Background: an optimization exercise with open tools, aiming at small area, a short achievable clock period and few clock cycles per item. Do not read the settings as production practice. Function was checked by simulation only, so behaviour that the tests miss may differ from the original. Power figures rest on the tool's default switching activity, not on a simulated workload.

Setup of JK:
Design int8_matrix_vector_zero_point_core, start of the top module:
module int8_matrix_vector_zero_point_core #(
   parameter int MAX_COLS = 256
) (
   input  logic                                  clock,
   input  logic                                  reset,
   input  logic                                  req_valid,
   output logic                                  req_ready,
   input  logic                                  req_command,
   input  logic signed [i8mvz_pkg::ElemWidth-1:0] req_element,
   input  logic [i8mvz_pkg::IndexWidth-1:0]      req_element_index,
   output logic                                  rsp_valid,
   input  logic                                  rsp_ready,
   output logic signed [i8mvz_pkg::SumWidth-1:0] rsp_row_sum,
   output logic [i8mvz_pkg::RowsWidth-1:0]       rsp_row_index,
   output logic                                  rsp_last_row,
   input  logic                                  csr_write_enable,
   input  logic [1:0]                            csr_index,
   input  logic [i8mvz_pkg::CsrWidth-1:0]        csr_write_data
);
For scale: roughly 3800 cells after synthesis, roughly 2300 flip-flops, ~93 I/O pins, roughly 59000 sq um of cells after synthesis.
==> flow/config.mk <==
export PLATFORM = sky130hd
export DESIGN_NAME = int8_matrix_vector_zero_point_core
export DESIGN_NICKNAME = int8_matrix_vector_zero_point_core
export VERILOG_FILES = /design/flow/design.v
export SDC_FILE = /design/flow/constraint.sdc
export NUM_CORES = 4
export LEC_CHECK = 0
export CAP_MARGIN = 20
export CORE_MARGIN = 2
export CORE_UTILIZATION = 62
export CTS_CLUSTER_DIAMETER = 65
export CTS_CLUSTER_SIZE = 35
export PLACE_DENSITY = 0.72
export SETUP_SLACK_MARGIN = 0.3
export SLEW_MARGIN = 20
export SYNTH_MEMORY_MAX_BITS = 16384
==> flow/constraint.sdc <==
create_clock -name core_clock -period 10.0 [get_ports {clock}]
set_input_delay 2.0000 -clock core_clock [delete_from_list [all_inputs] [get_ports {clock}]]
set_output_delay 2.0000 -clock core_clock [all_outputs]
set_load 0.01 [all_outputs]
standard.sh (not shown) runs the stock make flow with config.mk's settings and CLKGATE_MAP_FILE= SYNTH_SCRIPT=/design/flow/synth_recipe.tcl, a recipe that flattens the netlist after the stock synthesis.
==> flow/flow/run.sh <==
#!/bin/bash
# the standard flow (the standard.sh, standard synthesis unchanged) with two
# changes to how the layout is made:
#  - timing repair aims at a shorter clock period than the design's (a larger setup
#    margin); the design is still laid out and signed off at the design's period
#  - ports are buffered with buf_4 instead of the cell buffer_ports picks by default
# make's output goes to make.log; each ORFS step keeps its own log under orfs/logs.
set -euo pipefail
bash standard.sh SETUP_SLACK_MARGIN=6.6 \
   "BUFFER_PORTS_ARGS=-buffer_cell sky130_fd_sc_hd__buf_4" \
   finish > make.log 2>&1
JK: flow completed, timing, DRC and antenna clean
Testbench counts of JK, summed over its fixed seeds: cycles 74,919, items 71,425.
Changes in MS relative to JK:
-- flow/design.v --
<<< JK, line 172
   logic [AW:0]   colp_ff;
   logic [AW-1:0] rd_pos_ff;
   logic [AW-1:0] wr_q_ff;
   logic [AW-1:0] wr_q_new;
   logic          col_first;
   logic          col_last;
>>> MS, line 172
   logic [AW:0]   colp_ff;
   logic [AW-1:0] rd_pos_ff;
   logic [WB-1:0]    wlo_ff;         
   logic [AW-WB-1:0] whi_ff;         
   logic             f_wpoint_ok;
   logic          col_first;
   logic          col_last;
<<< JK, line 181
   assign col_first = (colp_ff == (AW+1)'(1));
   assign col_last  = (colp_ff == cols_ff);
   assign f_write = f_load && !f_hi_ff && (wr_q_ff[WB-1:0] == WB'(1));
   assign f_block = (f_load && !f_hi_ff && (wr_q_ff[WB-1:0] != WB'(1)))
                    || (f_mat && (rd_pos_ff[TB-1:0] != '0));
   assign f_go    = adv && !f_block;
   assign wr_q_new = (k_valid_ff ? k_idx_ff : AW'(req_element_index)) + mphase_ff;
   always_ff @(posedge clock) begin
      if (f_go) begin
         wr_q_ff <= wr_q_new;
      end else begin
         wr_q_ff <= wr_q_ff - AW'(1);
      end
   end
   always_ff @(posedge clock) begin
      if (reset) begin
         mphase_ff <= '1;
      end else begin
         mphase_ff <= mphase_ff - AW'(1);
      end
   end
   always_ff @(posedge clock) begin
>>> MS, line 182
   assign col_first = (colp_ff == (AW+1)'(1));
   assign col_last  = (colp_ff == cols_ff);
   assign f_wpoint_ok = (f_idx_ff[WB-1:0] == wlo_ff);
   assign f_write     = f_load && !f_hi_ff && f_wpoint_ok;
   assign f_block     = (f_load && !f_hi_ff && !f_wpoint_ok)
                        || (f_mat && (rd_pos_ff[TB-1:0] != '0));
   assign f_go        = adv && !f_block;
   logic [AW-1:0] mphase_next;
   assign mphase_next = reset ? '1 : (mphase_ff - AW'(1));
   always_ff @(posedge clock) begin
      mphase_ff <= mphase_next;
      wlo_ff    <= WB'(~mphase_next) + WB'(1);
      whi_ff    <= mphase_next[AW-1:WB] + (AW-WB)'(mphase_next[WB-1:0] != '0);
   end
   always_ff @(posedge clock) begin
<<< JK, line 226
      .clock   (clock),
      .wr_en   (f_write),
      .wr_point(wr_q_ff[AW-1:WB]),
      .wr_data (f_elem_ff),
      .rd_tap  (rd_pos_ff[AW-1:TB]),
>>> MS, line 220
      .clock   (clock),
      .wr_en   (f_write),
      .wr_point(f_idx_ff[AW-1:WB] + whi_ff),
      .wr_data (f_elem_ff),
      .rd_tap  (rd_pos_ff[AW-1:TB]),
Findings:
- [compare] base=JK new=MS: layout-stage area growth over the synthesis result now sits at about the same level; global-route wire length before repair now sits lower; buffer share of cell area now sits at about the same level.
- Changes observed in MS relative to JK: mapped cell area decreased 0.89%; maximum clock frequency decreased 2.7 MHz; combinational power decreased about 4%; register area increased about 0.47%; cell count decreased 2.5%.
- MS vs JK: detail-routed via count per cell down slightly
- Looking at clock-buffer cell count across MS and JK, the one that comes out higher is JK.
- Compound-cell area share of the yosys netlist was lower in MS than in JK.
- Min die outline area across MS and JK: MS
- For the net switching share of the total power, MS came in 0.22 points lower than JK did.
Testbench counts of MS, summed over its fixed seeds: cycles 74,919, items 71,425.

==> what the ideal ports hide <==
The flow's constraints put no driver on any port. The routed layouts listed below were extracted and timed again, unchanged, in two steps. Step 1, drivers: a clkbuf_16 drives clock and a buf_2 each remaining input, both assumed. Step 2 adds t to the input delays and takes it off the output delays; t is the mean of the earliest and latest rising clock arrival at the registers after step 1. Input paths then give back, and output paths get back, about the clock's delay inside the block. Slacks: ideal ports / drivers / drivers and shift; pairs: ideal ports / drivers.
| run | shift t [ns] | slack for setup (ns) | worst register clock-pin slew, ns |
|---|---|---|---|
| JK | 0.742 | 6.630 / 6.567 / 6.022 | 0.12 / 0.12 |
| MS | 0.750 | 6.600 / 6.538 / 6.074 | 0.12 / 0.12 |
After both steps every run listed still meets setup and hold. The setup slack of JK, which loses most, moves by -0.063 ns with the drivers and by -0.608 ns with both steps.
